This design comes from an exercise in tuning for small area and a short achievable clock period on the open sky130 flow, not from production work.
Function was checked by simulation only, so behaviour that the tests miss may differ from the original.
No activity file was given, so power comes from the tool's default toggle rates.

==> flow/design.v, too long to show whole: its modules and the start of the top module <==
// module compressor_4_2: 16 lines
// module compressor_row: 25 lines
// module reduction_level: 29 lines
// module partial_products: 24 lines
// module kogge_stone_adder: 35 lines
// module wallace_multiplier: 1830 lines
module wallace_multiplier (
    input  logic                              clock,
    input  logic                              reset,
    input  logic [mul_pkg::OPERAND_WIDTH-1:0] a,
    input  logic [mul_pkg::OPERAND_WIDTH-1:0] b,
    output logic [mul_pkg::PRODUCT_WIDTH-1:0] product
);
  // ...
==> flow/flow/run.sh <==
#!/bin/bash
# The standard layout (the standard.sh, unchanged synthesis and steps),
# with plain buf_2 cells as the port buffers instead of the delay cells that
# buffer_ports picks by default. Every input and output still gets a buffer.
set -o pipefail
export BUFFER_PORTS_ARGS="-buffer_cell sky130_fd_sc_hd__buf_2"
bash standard.sh > standard.log 2>&1
==> flow/standard.sh <==
#!/bin/bash
# synth_recipe.tcl (not shown) runs the flow's synth.tcl, then flattens the netlist and writes it again
# the make line also repeats each setting of config.mk as NAME=value (left out here)
make -C /OpenROAD-flow-scripts/flow DESIGN_CONFIG=/design/flow/config.mk WORK_HOME=/design/flow/orfs CLKGATE_MAP_FILE= SYNTH_SCRIPT=/design/flow/synth_recipe.tcl "${@:-finish}"
==> flow/config.mk <==
export PLATFORM = sky130hd
export DESIGN_NAME = wallace_multiplier
export DESIGN_NICKNAME = wallace_multiplier
export VERILOG_FILES = /design/flow/design.v
export SDC_FILE = /design/flow/constraint.sdc
export NUM_CORES = 4
export LEC_CHECK = 0
export CAP_MARGIN = 20
export CORE_MARGIN = 2
export CORE_UTILIZATION = 40
export CTS_CLUSTER_DIAMETER = 150
export CTS_CLUSTER_SIZE = 25
export SETUP_SLACK_MARGIN = 2.5
export SLEW_MARGIN = 20
==> flow/constraint.sdc <==
create_clock -name core_clock -period 4.5 [get_ports {clock}]
set_input_delay 0.9000 -clock core_clock [delete_from_list [all_inputs] [get_ports {clock}]]
set_output_delay 0.9000 -clock core_clock [all_outputs]
set_load 0.01 [all_outputs]
==> metrics.md, run 1 <==
| Metric | Value |
|---|---|
| Outcome | `no timing/DRC/antenna violations` |
| Crit end category | `flip-flop` |
| Largest family of logic cells by synthesized area | `XOR/XNOR gates` |
| Top cells by count, synth | `xnor2_1 (305), dfxtp_1 (235), a22oi_1 (104)` |
| P_int | `5.719 mW` |
| Hold_buf cts | `0` |
| GRT met2 Usage | `24.27%` |
| Setup_tns | `0 ns` |
| NonClk Buf Share | `3.262%` |
| Synthesis-stage register bit count | `235` |
| Worst r2r src | `r3_p5` |
| Register Area | `0.004821 mm^2` |
| Area of the multi-input gates | `0.007268 mm^2` |
| Post-synth ARST share | `0%` |
| Worst path cell trace | `and4_4, a211oi_4, buf_4, nor4b_4, o21a_2, a31oi_1, mux2_1` |
| DRC errors left | `0` |
| Slew Viols, Final | `0` |
| Leakage | `5.091 nW` |
| Met3 track demand over resource | `2.546%` |
| Worst EP required | `4.87 ns` |
| Crit path capture | `product[31]` |
| Crit path largest cell delay | `0.34 ns` |
| Pin count of the biggest net entering global routing | `40` |
| Core Region | `0.03067 mm^2` |
| Critical path launch point type | `flip-flop` |
| Clk_skew | `0.03853 ns` |
| Count of non-CTS buffers in the layout | `80` |
| Critical path class | `reg -> reg` |
| CLK BUF | `13` |
| Final Critical Period | `1.954 ns` |
| Design area | `0.01343 mm^2` |
| Area Overhead vs Synth | `7.634%` |
| Post-Syn Area | `0.01247 mm^2` |
| Worst-path clk slew | `0.09 ns` |
| CTS H-tree depth | `1` |
| CTS sink cnt | `235` |
| Antenna fix cells | `0` |
| Comb pwr | `4.32 mW` |
==> run 2, diff against run 1 <==
==> flow/flow/run.sh (replaced) <==
#!/bin/bash
# The standard layout (the standard.sh, unchanged synthesis and steps),
# with plain buf_1 cells as the port buffers instead of the delay cells that
# buffer_ports picks by default. Every input and output still gets a buffer.
set -o pipefail
export BUFFER_PORTS_ARGS="-buffer_cell sky130_fd_sc_hd__buf_1"
bash standard.sh > standard.log 2>&1
==> metrics.md, run 2 <==
| Metric | Value |
|---|---|
| Hold Path Class | `reg -> reg (unchanged)` |
| Initial Util | `40.67% (unchanged)` |
| Syn nets | `1301 (unchanged)` |
| Critical path launch point type | `flip-flop (unchanged)` |
| Core Region | `0.03067 mm^2 (unchanged)` |
| Max Cap Violations | `0 (unchanged)` |
| DR WL/cell | `16.62 um (was 16.40 um)` |
| Top cells by count, synth | `xnor2_1 (305), dfxtp_1 (235), a22oi_1 (104) (unchanged)` |
| Outcome | `no timing/DRC/antenna violations (unchanged)` |
| Most flops, register | `product (unchanged)` |
| WL final | `26.93 mm (was 26.65 mm)` |
| Final Critical Period | `1.932 ns (was 1.954 ns)` |
| CTS sink cnt | `235 (unchanged)` |
| CTS tree | `yes (unchanged)` |
| GRT overflow | `0 (unchanged)` |
| Design area | `0.01335 mm^2 (was 0.01343 mm^2)` |
| Largest regs | `product (32), a_q (16) (unchanged)` |
| Reg-to-reg endpoint | `r3_G27 (was product[31])` |
| CTS root buffer | `clkbuf_16 (unchanged)` |
| Worst-Skew Late Latency | `0.48 ns (was 0.51 ns)` |
| Critical path class | `reg -> reg (unchanged)` |
| RSZ-0062 raised after global routing | `yes (unchanged)` |
| Sequential element share of the synthesized area | `37.72% (unchanged)` |
| CTS H-tree depth | `1 (unchanged)` |
| Crit path max fanout | `2 (was 5)` |
| 1st-pass router iterations | `5 (unchanged)` |
| Worst path slowest cell | `dfxtp_2 (unchanged)` |
| Die area | `0.03261 mm^2 (unchanged)` |
| Fmax | `0.5176 GHz (was 0.5118 GHz)` |
| First-pass GRT wire length | `43.84 mm (was 43.41 mm)` |
| Fin. Hold Viols | `0 (unchanged)` |
| Commonest non-fill, non-tap cell in the layout | `xnor2_1 (unchanged)` |
| Post-route clock period utilization | `42.93% (was 43.42%)` |
| Max reg flops | `32 (unchanged)` |
| Clk_skew | `0.01254 ns (was 0.03853 ns)` |
| Hold depth | `0 (unchanged)` |
| CP Buf/Inv Count | `0 (was 1)` |
| DRC errors left | `0 (unchanged)` |
| Overall power | `9.079 mW (was 9.058 mW)` |
| Synth Instances | `1221 (unchanged)` |
| Crit path largest cell delay | `0.35 ns (was 0.34 ns)` |
| Commonest non-fill, non-tap cells in the layout | `xnor2_1 (296), dfxtp_1 (189), a22oi_1 (104) (was xnor2_1 (299), dfxtp_1 (186), a22oi_1 (104))` |
| Post-synthesis cell type count | `52 (unchanged)` |
| Slew Viols, Final | `0 (unchanged)` |
| DRT iter0 DRCs | `576 (was 527)` |
| R2r setup slk | `2.57 ns (was 2.55 ns)` |
| Share of the synthesized area in the top cell type | `37.72% (unchanged)` |
| Vias per cell | `5.019 (was 4.963)` |
| Port Buf Inserts | `65 (unchanged)` |
| Count leader, synth | `xnor2_1 (unchanged)` |
| Post-synth ARST share | `0% (unchanged)` |
| Hpwl dp | `18.87 mm (was 18.59 mm)` |
| Max VDD drop | `0.0002705 V (was 0.0002570 V)` |
| Register Area | `0.004797 mm^2 (was 0.004821 mm^2)` |
| Area of the multi-input gates | `0.007338 mm^2 (was 0.007268 mm^2)` |
| Min-Delay Endpoint | `r3_p2 (unchanged)` |
| Aggregate global-route resource usage | `16.47% (was 16.37%)` |
| Worst r2r src | `r2_24_0 (was r3_p5)` |
| CP top delay family | `adder cells (was compound AO/OA/AOI/OAI gates)` |
| Area Overhead vs Synth | `7.052% (was 7.634%)` |
| Clock Path Buffers | `3 (unchanged)` |
| Inserted Clock Buffers | `13 (unchanged)` |
| # rows | `64 (unchanged)` |
| # fillers | `2995 (was 2932)` |
| Worst-path clk slew | `0.10 ns (was 0.09 ns)` |
| # nets final | `1305 (was 1309)` |
| Cells on worst reg2reg path | `7 (unchanged)` |
| Antenna violations before repair | `0 (unchanged)` |
| Number of global-route vias before repair | `8092 (was 7951)` |
| Slew @ Worst Pin | `0.7757 ns (was 0.7013 ns)` |
| Antenna fix cells | `0 (unchanged)` |
| # setup viols final | `0 (unchanged)` |
| Avg Cell Area, Syn | `10.22 um^2 (unchanged)` |
| Area leader, netlist | `dfxtp_1 (unchanged)` |
| Worst EP required | `4.86 ns (was 4.87 ns)` |
| PwrDens | `679.9 mW/mm^2 (was 674.7 mW/mm^2)` |
| Synthesis-stage register bit count | `235 (unchanged)` |
| Ratio of cells with drive above 1 in the final layout | `12.34% (was 17.82%)` |
| Relative slew margins | `48.29% (was 53.25%)` |
| Post-Syn Area | `0.01247 mm^2 (unchanged)` |
| Die H | `180.6 um (unchanged)` |
| Post-route ant nets | `0 (unchanged)` |
| Synth warn | `1 (unchanged)` |
| Leakage | `4.883 nW (was 5.091 nW)` |
| Synth Flop Type | `dfxtp_1 (unchanged)` |
| Hold path startpoint | `r2_2_0 (unchanged)` |
| Vias | `8130 (was 8065)` |
| Placed cell area | `0.01268 mm^2 (was 0.01276 mm^2)` |
| Pin count of the biggest net entering global routing | `40 (unchanged)` |
| Worst path arrival time | `2.29 ns (was 2.32 ns)` |
| Setup_tns | `0 ns (unchanged)` |
| I/O Pins | `66 (unchanged)` |
| Hold_buf cts | `0 (unchanged)` |
| Horiz. Die Dim | `180.6 um (unchanged)` |
| Post-synth EDFFs | `0 (unchanged)` |
| Worst path cell trace | `maj3_2, xnor2_2, xnor2_2, ha_4, a21o_1, a21o_1, a21o_1 (was and4_4, a211oi_4, buf_4, nor4b_4, o21a_2, a31oi_1, mux2_1)` |
| Top cells by area, synth | `dfxtp_1 (38%), xnor2_1 (21%), a22oi_1 (6.3%) (unchanged)` |
| Routability cong. | `0.8491 (was 0.8505)` |
| Most used cell, CP | `a21o_1` |
| Crit end category | `flip-flop (unchanged)` |
## run 2: cell counts after synthesis
No cell type changed its count.
## run 2: where the power goes
| part | internal (mW) | switching [mW] | total (mW) |
|---|---|---|---|
| combinational | 2.26 | 2.08 | 4.34 |
| clock | 0.531 | 0.667 | 1.20 |
| sequential | 2.90 | 0.642 | 3.54 |
| total | 5.69 | 3.39 | 9.08 |
## run 2: how the worst max path moves through the flow
stage                              to      from  depth (start not counted)
final                          r3_G27   r2_24_0                          7
after global routing           r3_G23   r2_20_0                          8
after CTS                 product[31]     r3_p4                          7
after detailed placement      r2_20_1  neg_q[4]                          4
after global placement        r2_20_0  neg_q[1]                          3
after floorplan               r2_16_1  neg_q[7]                          7
## run 2: timing repair
action / CTS / global route
setup buffers: 3 / 3
pin swaps: 6 / 21
cloned: 0 / 0
setup endpoints to repair: 60 / 23
endpoints found under the hold margin: 0 / 0
resized for setup: 44 / 46
## run 2: cell type report
class / count / area share [%]
multi-input combinational: 885 / 54.96
sequential: 235 / 35.93
tap: 396 / 3.711
timing repair buffer: 76 / 2.455
clock buffer: 13 / 2.436
inverter: 14 / 0.3936
clock inverter: 1 / 0.1218
## run 2: logic make-up after synthesis
group	after synthesis	share of synthesized area, %
AOI/OAI and AO/OA	205	12.43
and+or+nand+nor	173	6.671
buffers and inverters	101	4.985
xor gates and xnor gates	372	26.12
DFF	235	37.72
adders and majority gates	121	10.85
muxes	14	1.224
## run 2: through the flow
stage	util, %	std cells	worst slack (ns)	hold slack [ns]
2_1_floorplan	-	1221	2.522	0.3230
3_3_place_gp	41.35	1600	2.216	0.3504
3_5_place_dp	41.36	1600	2.219	0.3563
4_1_cts	42.84	1617	2.499	0.3702
5_1_grt	43.54	1620	2.455	0.3783
6_report	43.54	1620	2.568	0.3690
## run 2: metal layers
| layer | part of all wire, % | wire [um] | up-vias | track usage, % |
|---|---|---|---|---|
| met2 | 42 | 11180 | 198 | 24.99 |
| met3 | 5.7 | 1546 | 32 | 2.142 |
| met1 | 51 | 13830 | 3779 | 24.74 |
| met4 | 1.4 | 373 | 0 | 3.742 |
| met5 | 0 | 0 | - | 0 |
| li1 | - | - | 4121 | - |

re-timing with driven ports:
Ports are ideal in the flow. The routed layouts listed here were re-timed in OpenROAD.
Step 1, drivers: a clkbuf_16 drives clock and a buf_2 each remaining input, both assumed.
Step 2 moves the port delays by t, midway between the first and last clock arrival at a register: inputs arrive t later, outputs are due t later. That takes back most of the time a late clock gives input paths.
a / b / c = ideal / step 1 / step 2; a / b = the first two.
run	shift t [ns]	setup WS [ns]	worst slew at a driven data input, ns	pins driven straight from the clock port
run 1	0.535	2.546 / 2.546 / 2.496	0.04	1
run 2	0.514	2.568 / 2.568 / 2.370	0.03	1
After both steps every run listed still meets setup and hold. For run 2, which loses most, drivers alone change the setup slack by 0.000 ns; drivers and shift together by -0.198 ns.
